Context: an optimization exercise on an open-source flow, tuned for a short achievable clock period and few clock cycles. The choices shown serve that exercise and are no tape-out recipe.
In this exercise RTL edits were held to simulation tests only and were not proved equivalent to the original.
Power is estimated from default activity; no workload was simulated.

==> module mc_rdmux, before the edit <==
module mc_rdmux (
    input  logic [991:0] regs,
    input  logic [4:0]   sel,
    output logic [31:0]  q
);
    always_comb begin
        q = 32'd0;
        for (int i = 1; i < 32; i++)
            q = q | ({32{sel == 5'(i)}} & regs[32*(i-1) +: 32]);
    end
endmodule
Settings: LEC_CHECK=0, ABC_CLOCK_PERIOD_IN_PS=2500, CAP_MARGIN=20, CORE_MARGIN=2, CORE_UTILIZATION=35, PLACE_DENSITY=0.55, SETUP_SLACK_MARGIN=3.5, SLEW_MARGIN=20, SYNTH_HIERARCHICAL=1, TNS_END_PERCENT=100; clock period 6.5 ns.
run.sh (not shown) runs the stock make flow with config.mk's settings and CLKGATE_MAP_FILE= SYNTH_SCRIPT=/design/flow/synth_recipe.tcl, a recipe that flattens the netlist after the stock synthesis.
Testbench counts at the start, summed over its fixed seeds: cycles 28,186.
Rerun with:
--- a/flow/design.v
+++ b/flow/design.v
@@ -503,14 +503,21 @@
 module mc_rdmux (
     input  logic [991:0] regs,
     input  logic [4:0]   sel,
     output logic [31:0]  q
 );
+    logic [31:0] l1 [0:15];
+    logic [31:0] l2 [0:7];
+    logic [31:0] l3 [0:3];
+    logic [31:0] l4 [0:1];
     always_comb begin
-        q = 32'd0;
-        for (int i = 1; i < 32; i++)
-            q = q | ({32{sel == 5'(i)}} & regs[32*(i-1) +: 32]);
+        for (int i = 0; i < 16; i++)
+            l1[i] = sel[0] ? regs[32*(2*i) +: 32] : ((i == 0) ? 32'd0 : regs[32*(2*i-1) +: 32]);
+        for (int i = 0; i < 8; i++) l2[i] = sel[1] ? l1[2*i+1] : l1[2*i];
+        for (int i = 0; i < 4; i++) l3[i] = sel[2] ? l2[2*i+1] : l2[2*i];
+        for (int i = 0; i < 2; i++) l4[i] = sel[3] ? l3[2*i+1] : l3[2*i];
+        q = sel[4] ? l4[1] : l4[0];
     end
 endmodule
 module mc_eq32 (
     input  logic [31:0] a,
     input  logic [31:0] b,
Result:
- utilization drops by 1.0 points
- die area rises by 1.5%
- via count goes down by 9.7%
- sequential power stays flat
- maximum frequency rises by 2.3%
- sequential share of layout area rose by 0.47 points
- first-iteration DRC count went down by 27%
- wire length came out lower by 17%
- critical path depth does not change
- worst hold slack loses 0.043 ns
Testbench counts after the change, summed over its fixed seeds: cycles 28,186.


== main ==
mips_multicycle_core, a different RTL version from the one above (not shown whole).
Size: roughly 10000 cells after synthesis, roughly 1800 flip-flops.
// mips_multicycle_core
module mips_multicycle_core #(
    parameter logic [31:0] RESET_PC        = 32'h0000_0000,
    parameter bit          HALT_ON_ILLEGAL = 1'b1,
    parameter int unsigned WAIT_LIMIT      = 0
) (
    input  logic        clk,
    input  logic        rst_n,
    output logic        imem_req,
    output logic [31:0] imem_addr,
    input  logic [31:0] imem_rdata,
    input  logic        imem_ready,
    output logic        dmem_req,
    output logic        dmem_we,
    output logic [31:0] dmem_addr,
    output logic [31:0] dmem_wdata,
    input  logic [31:0] dmem_rdata,
    input  logic        dmem_ready,
    output logic [31:0] pc,
    output logic        retire,
    output logic        halted
);
clock: 6.5 ns
lec_check: 0
abc_clock_period_in_ps: 2500
cap_margin: 20
core_margin: 2
core_utilization: 35
place_density: 0.55
setup_slack_margin: 3.5
slew_margin: 20
synth_hierarchical: 1
tns_end_percent: 100
Testbench counts of main, summed over its fixed seeds: cycles 28,186.
diff inputs: main => the feature branch
diff --git a/flow/design.v b/flow/design.v
--- a/flow/design.v
+++ b/flow/design.v
@@ -28,15 +28,15 @@
     localparam logic [5:0] OP_LW    = 6'h23;
     localparam logic [5:0] OP_SW    = 6'h2B;
     localparam logic [5:0] FN_ADD   = 6'h20;
     localparam logic [5:0] FN_SUB   = 6'h22;
     localparam logic [5:0] FN_AND   = 6'h24;
     localparam logic [5:0] FN_OR    = 6'h25;
     localparam logic [5:0] FN_SLT   = 6'h2A;
-    localparam int         BHT_BITS = 6;
+    localparam int         BHT_BITS = 5;
     localparam int         NLP      = 4;     
     function automatic logic [31:0] ks_add(input logic [31:0] a, input logic [31:0] b,
                                            input logic cin);
         logic [31:0] p, g, gg, pp, gn, pn;
         p = a ^ b;
         g = a & b;
         g[0] = g[0] | (p[0] & cin);
@@ -80,16 +80,14 @@
     logic        e_kb_q;         
     logic        m_valid_q;
     logic [31:0] m_pc_q;
     logic [31:0] m_addr_q;       
     logic [31:0] m_sum_q;        
     logic [31:0] m_diff_q;       
     logic [31:0] m_log_q;        
-    logic        m_slt_q;        
-    logic [31:0] m_logx;         
     logic        m_is_sum_q, m_is_diff_q;
     logic [31:0] m_res;
     logic [31:0] m_wdata_q;
     logic [4:0]  m_dest_q;
     logic        m_wen_q;
     logic [31:1] m_wsel_q;       
     logic        m_load_q;
@@ -115,16 +113,15 @@
     assign dmem_addr  = m_addr_q;
     assign dmem_wdata = m_wdata_q;
     assign pc         = pc_q;
     assign retire     = retire_q;
     assign halted     = halted_q;
     logic [31:0] m_wb;
     logic        m_busy, m_done;
-    assign m_logx = {m_log_q[31:1], m_log_q[0] | m_slt_q};
-    assign m_res  = m_is_sum_q ? m_sum_q : (m_is_diff_q ? m_diff_q : m_logx);
+    assign m_res  = m_is_sum_q ? m_sum_q : (m_is_diff_q ? m_diff_q : m_log_q);
     assign m_wb   = m_load_q ? dmem_rdata : m_res;
     assign m_busy = m_req_q && !dmem_ready;
     assign m_done = m_valid_q && !m_busy;
     logic [31:0] inst;
     logic [5:0]  f_op, f_fn;
     logic [4:0]  f_rs, f_rt, f_rd;
     logic        f_r, f_j, f_beq, f_bne, f_addi, f_lw, f_sw, f_br, f_legal;
@@ -193,26 +190,27 @@
     assign f_rtv  = f_rt_w ? m_wb : f_rt_rf;
     logic [31:0] fa, fb, ca, cb, fsd, sum, diff, logr;
     logic        slt, eq, taken, mispredict, misalign;
     assign fa  = e_a_q;
     assign fb  = e_b_q;
     assign ca  = ({32{e_cam_sum_q}}  & m_sum_q)  |
                  ({32{e_cam_diff_q}} & m_diff_q) |
-                 ({32{e_cam_log_q}}  & m_logx)   |
+                 ({32{e_cam_log_q}}  & m_log_q)  |
                  ({32{e_car_q}}      & e_a_q);
     assign cb  = ({32{e_cbm_sum_q}}  & m_sum_q)  |
                  ({32{e_cbm_diff_q}} & m_diff_q) |
-                 ({32{e_cbm_log_q}}  & m_logx)   |
+                 ({32{e_cbm_log_q}}  & m_log_q)  |
                  ({32{e_cbr_q}}      & e_b_q);
     assign fsd = e_sdm_q ? m_res : e_sd_q;
     mc_add32 u_sum  (.a(fa), .b(fb), .s(sum));
     mc_sub32 u_diff (.a(fa), .b(fb), .s(diff));
-    mc_slt32 u_slt (.a(fa), .b(fb), .lt(slt));
+    assign slt  = (fa[31] != fb[31]) ? fa[31] : diff[31];
     assign logr = ({32{e_op_and_q}} & (fa & fb)) |
-                  ({32{e_op_or_q}}  & (fa | fb));
+                  ({32{e_op_or_q}}  & (fa | fb)) |
+                  {31'd0, e_op_slt_q & slt};
     mc_eq32 u_eq (.a(ca), .b(cb), .eq(eq));
     assign taken      = eq ^ e_bne_q;
     assign mispredict = e_brk_q && (eq ^ e_k_q);
     assign misalign   = (e_load_q || e_store_q) && (sum[1:0] != 2'b00);
     logic [29:0] e_pc4_w, e_bt_w;
     logic [31:0] e_alt;
     mc_inc30 u_e_pc4 (.a(e_pc_q[31:2]), .s(e_pc4_w));
@@ -470,20 +468,18 @@
         end
     end
     always_ff @(posedge clk or negedge rst_n) begin
         if (!rst_n) begin
             m_sum_q  <= 32'd0;
             m_diff_q <= 32'd0;
             m_log_q  <= 32'd0;
-            m_slt_q  <= 1'b0;
         end else begin
             m_sum_q  <= sum;
             m_diff_q <= diff;
             m_log_q  <= logr;
-            m_slt_q  <= e_op_slt_q && slt;
         end
     end
     always_ff @(posedge clk or negedge rst_n) begin
         if (!rst_n) begin
             retire_q <= 1'b0;
             halted_q <= 1'b0;
             pc_q     <= 32'd0;
@@ -511,21 +507,14 @@
 );
     always_comb begin
         q = 32'd0;
         for (int i = 1; i < 32; i++)
             q = q | ({32{sel == 5'(i)}} & regs[32*(i-1) +: 32]);
     end
 endmodule
-module mc_slt32 (
-    input  logic [31:0] a,
-    input  logic [31:0] b,
-    output logic        lt
-);
-    assign lt = $signed(a) < $signed(b);
-endmodule
 module mc_eq32 (
     input  logic [31:0] a,
     input  logic [31:0] b,
     output logic        eq
 );
     assign eq = (a == b);
 endmodule
Findings:
The feature branch vs main, detailed-routing wirelength on met1 went down by 7.8%. Compared to main, the routing of the feature branch uses less wire. Summary of the feature branch over main: overall power went up; power per unit of standard cell area went up; total internal power went up; global-route usage went down; synthesized area went down. Clock power: the feature branch vs main down about 6%. Setup slack of the worst register-to-register path up 0.17 ns in the feature branch wrt main.
Testbench counts of the feature branch, summed over its fixed seeds: cycles 28,226.

-- afterwards: timing with drivers on the ports --
In the flow no input, the clock included, has a driving cell. The finished layouts below were timed again as built, in two steps.
Step 1: set_driving_cell puts a clkbuf_16 on clk and a buf_2 on each other input, an assumption about the parent block.
Step 2 times the ports against the registers' clock, not the clock port: input delays grow and output delays shrink by t, the midpoint of the rising clock arrivals with the driver on.
a / b / c = ideal ports / drivers / drivers and shift; a / b = the first two.
run | t, ns | setup slack, ns | worst setup path after step 2
the first run of note 1 | 0.972 | 3.322 / 3.072 / 2.100 | input to register
the second run of note 1 | 0.954 | 3.395 / 3.142 / 2.188 | input to register
main | 0.995 | 3.244 / 3.008 / 2.013 | input to register
the feature branch | 0.970 | 3.402 / 3.031 / 2.062 | input to register
After both steps setup and hold are still met in every run listed. For the feature branch, which loses most, drivers alone change the setup slack by -0.371 ns; drivers and shift together by -1.340 ns.
